This design comes from an exercise in tuning for a short achievable clock period and few clock cycles on the open sky130 flow, not from production work. Only simulation tests tie the RTL to the original design; equivalence was not proved. Power is estimated from default activity; no workload was simulated.

## v57
// fetch_unit
module fetch_unit #(
  parameter int ADDR_W = fetch_pkg::ADDR_W_DEF,
  parameter int QDEPTH = 2
) (
  input  logic              clk,
  input  logic              rst,
  input  logic              load_en,
  input  logic              load_we,
  input  logic [15:0]       load_data,
  input  logic              run,
  input  logic              redirect_en,
  input  logic [ADDR_W-1:0] redirect_addr,
  input  logic              issue_ready,
  output logic              issue_valid,
  output logic [3:0]        opcode,
  output logic [1:0]        rd,
  output logic [1:0]        rs,
  output logic [1:0]        imm2,
  output logic [3:0]        imm4,
  output logic [ADDR_W-1:0] pc_out,
  output logic              halted,
  output logic              busy
);
  localparam int DEPTH = 2 ** ADDR_W;
  localparam int SG    = DEPTH / 16;          
  localparam int RG    = DEPTH / 16;          
  logic              st_load_reg, st_run_reg, st_halt_reg;
  logic              halted_next, busy_next;
  logic [ADDR_W-1:0] end_addr_reg;
  logic              prog_valid_reg;
  logic              first_wr_reg;
  logic              valid_next;
  logic [7:0]        instr_reg, instr_next;
  logic [ADDR_W-1:0] pc_reg, pc_next;
  logic              pend_reg;               
  logic [ADDR_W-1:0]  pcn_reg, pcn_next;     
  logic               last_reg, last_next;   
  logic [SG-1:0][7:0] grp_reg, grp_next;     
  logic [DEPTH-1:0]   oh_reg, oh_next;       
  logic [ADDR_W-1:0]  tgt_reg;               
  logic [RG-1:0][7:0] cand_reg;              
  logic               load_wr;
  logic [ADDR_W-1:0]  load_addr;
  logic [SG-1:0][7:0] grp_data;
  logic [RG-1:0][7:0] off_data;
  logic [7:0]         rdata_0, rdata_1, grp_or, cand_or;
  logic [DEPTH-1:0]   red_oh;
  logic               red_in_range;
  logic st_idle, enter_load, start, idle_to_halt, red, red_out, fin;
  logic s_start, s_pend, s_seq, s_hold, s_adv;
  assign load_addr    = load_data[8 +: ADDR_W];
  assign load_wr      = st_load_reg && load_we;
  assign red_in_range = (redirect_addr <= end_addr_reg);
  ...
For scale: ~7,900 cells after synthesis, roughly 56 I/O pins, ~110,000 µm² of cells after synthesis.
clock: 4.0 ns
lec_check: 0
cap_margin: 20
core_margin: 2
core_utilization: 60
setup_slack_margin: 2.2
slew_margin: 20
synth_hierarchical: 1
standard.sh (not shown) runs the stock make flow with config.mk's settings and CLKGATE_MAP_FILE= SYNTH_SCRIPT=/design/flow/synth_recipe.tcl, a recipe that flattens the netlist after the stock synthesis.
==> flow/flow/run.sh <==
#!/bin/bash
# Layout flow: the standard flow (standard.sh, all steps), except that the
# port buffers are inserted as buf_4 cells rather than the buffer_ports
# default. make's full output goes to standard_flow.log here; each ORFS step
# keeps its own log under orfs/logs.
set -euo pipefail
export BUFFER_PORTS_ARGS="-buffer_cell sky130_fd_sc_hd__buf_4"
bash standard.sh finish > standard_flow.log 2>&1
Testbench counts of v57, summed over its fixed seeds: cycles 24,571.
For v46, these inputs were changed with respect to v57:
Settings: CTS_CLUSTER_SIZE newly set to 24; CTS_CLUSTER_DIAMETER newly set to 60.
==> flow/flow/run.sh <==
#!/bin/bash
# Layout flow: the standard flow (standard.sh, all steps), except that
#  - the port buffers are inserted as buf_4 cells rather than the
#    buffer_ports default;
#  - the ports are placed by flow/io_pins.tcl (bottom edge, around the
#    middle) before ORFS's place_pins.
# make's full output goes to standard_flow.log here; each ORFS step keeps its
# own log under orfs/logs.
set -euo pipefail
here=$(pwd)
export BUFFER_PORTS_ARGS="-buffer_cell sky130_fd_sc_hd__buf_4"
export PRE_IO_PLACEMENT_TCL="$here/flow/io_pins.tcl"
bash standard.sh finish > standard_flow.log 2>&1
==> flow/flow/io_pins.tcl (new file) <==
# Pin placement for the layout (sourced by ORFS before place_pins): all ports
# on the bottom edge, packed around its middle, with the clock in the middle.
# This keeps the issue-port registers and the input logic close to their
# pins and the clock root close to the centre of the core.
set block [ord::get_db_block]
set die   [$block getDieArea]
set mid   [expr {([$die xMin] + [$die xMax]) / 2000.0}]
set others {}
foreach bt [$block getBTerms] {
  set name [$bt getName]
  if {$name ne "clk"} { lappend others $name }
}
set_io_pin_constraint -pin_names {clk} -region bottom:[expr {$mid - 2}]-[expr {$mid + 2}]
set_io_pin_constraint -pin_names $others -region bottom:[expr {$mid - 50}]-[expr {$mid + 50}]
--- outcome ---
Looking only at clock-buffer cell count, and setting everything else aside, the higher value of v57 and v46 goes to v57.
Per the comparison of v46 with v57, proportion of power drawn by combinational gates shows an increase of 0.2 points, H-tree depth went down.
Taking v57 as the reference, in v46 number of antenna violations at the first check in global routing has decreased, net load switching power went down by 4.0%, number of max-slew violations in the final report barely changed, placer's final routability congestion estimate now larger.
v46: total setup buffers inserted after CTS 35% above v57
Going from v57 to v46, summed area of non-filler cells in the final layout decreased by 1400 µm² relative to the old numbers, post-route clock period utilization lost 2.2 points.
#### Input delta (v43 over v46)
Settings: swapping 60 for 70 in CORE_UTILIZATION; swapping 24 for 28 in CTS_CLUSTER_SIZE.
### Flow results
- Summary of v43 over v46: post-layout total power -about 1.3%, number of nets in the layout closely matched the old numbers, first-iteration DRC count went up by 32%, global routing usage summed across all routing layers went up 7.3 points, final worst setup slack saw a decrease.
- v43: post-route minimum period is 89 ps higher than what v46 reported.
- Looking at v46 and v43, the sequential-cell power consumption is a wash.
- Internal power consumption, v46 and v43, lower one = v43.
- Proportion of power drawn by flip-flops and latches ends up higher on v43.
--- input diff v43..v52 ---
Settings: a deleted CTS_CLUSTER_DIAMETER that had been 60; a deleted CTS_CLUSTER_SIZE that had been 28; a change of CORE_UTILIZATION from 70 to 40.
==> flow/flow/run.sh <==
#!/bin/bash
# Layout flow: the standard flow (standard.sh, all steps), except that the
# port buffers are inserted as buf_4 cells rather than the buffer_ports
# default. make's full output goes to standard_flow.log here; each ORFS step
# keeps its own log under orfs/logs.
set -euo pipefail
export BUFFER_PORTS_ARGS="-buffer_cell sky130_fd_sc_hd__buf_4"
bash standard.sh finish > standard_flow.log 2>&1
removed: flow/flow/io_pins.tcl
Notes after the runs:
Diff v43 -> v52: non-clock buffer count -about 3%, number of cells on the critical path -3. Per the comparison of v52 with v43, initial cell density of the core went down by 30 points; vertical extent of the die rose by about 32%. Summary of the comparison: power is higher in v52, relative to v43. v52 vs v43 on via total after detailed routing: v52 is the lower one. v43 ended up with sky130_fd_sc_hd__a221oi_1 as its cell type of the slowest stage on the worst timing path; v52 ended up with sky130_fd_sc_hd__dfrtp_2. Result for v52 and v43: all clean. Diff v43 -> v52: area growth from synthesis to layout has increased, share of final-layout standard cells stronger than drive strength 1 has increased.
> inputs changed (v52 -> v22)
Settings: putting CTS_CLUSTER_DIAMETER at 60 where nothing was set; swapping 40 for 60 in CORE_UTILIZATION; putting CTS_CLUSTER_SIZE at 24 where nothing was set.
Findings:
v22: routed length on met3 8.9% above v52
v22 vs v52: half-perimeter wire length of the detailed placement result down
On number of antenna violations at the first check in global routing: v22 sits below v52.
Comparing relative area change from synthesis to final layout for v22 and v52, the bigger number came from v52.
Going from v52 to v22, post-layout total power moved down; static leakage has decreased.
Taking v22 as 1.0, v52 lands at 1.07 on net switching power figure.
Of v22 and v52, the lower die outline width belongs to v22.

static timing again, ports no longer ideal:
The flow's constraints put no driver on any port. The routed layouts listed below were extracted and timed again, unchanged, in two steps. Step 1 assumes that a clkbuf_16 drives the clock port and a buf_2 every other input. Step 2 adds t to the input delays and takes it off the output delays; t is the mean of the earliest and latest rising clock arrival at the registers after step 1. Input paths then give back, and output paths get back, about the clock's delay inside the block. a / b / c = no drivers / after step 1 / after step 2; a / b = the first two.
run	t, ns	slack for setup (ns)	hold WS [ns]	clock arrival spread, ns	worst register clock-pin slew, ns	worst slew at a driven data input, ns
v57	1.027	1.673 / 1.576 / 1.093	0.053 / -0.015 / 0.480	0.035 / 0.035	0.07 / 0.07	0.30
v46	0.936	1.761 / 1.689 / 1.236	0.075 / 0.046 / 0.490	0.044 / 0.043	0.10 / 0.10	0.06
v43	0.920	1.672 / 1.672 / 1.088	0.082 / 0.057 / 0.490	0.060 / 0.060	0.11 / 0.11	0.08
v52	0.979	1.615 / 1.505 / 1.085	0.039 / 0.054 / 0.479	0.064 / 0.064	0.07 / 0.07	0.28
v22	0.958	1.714 / 1.615 / 1.223	0.071 / 0.009 / 0.489	0.040 / 0.040	0.10 / 0.10	0.29
After both steps setup and hold are still met in every run listed. For v43, which loses most, drivers alone change the setup slack by 0.000 ns; drivers and shift together by -0.584 ns.
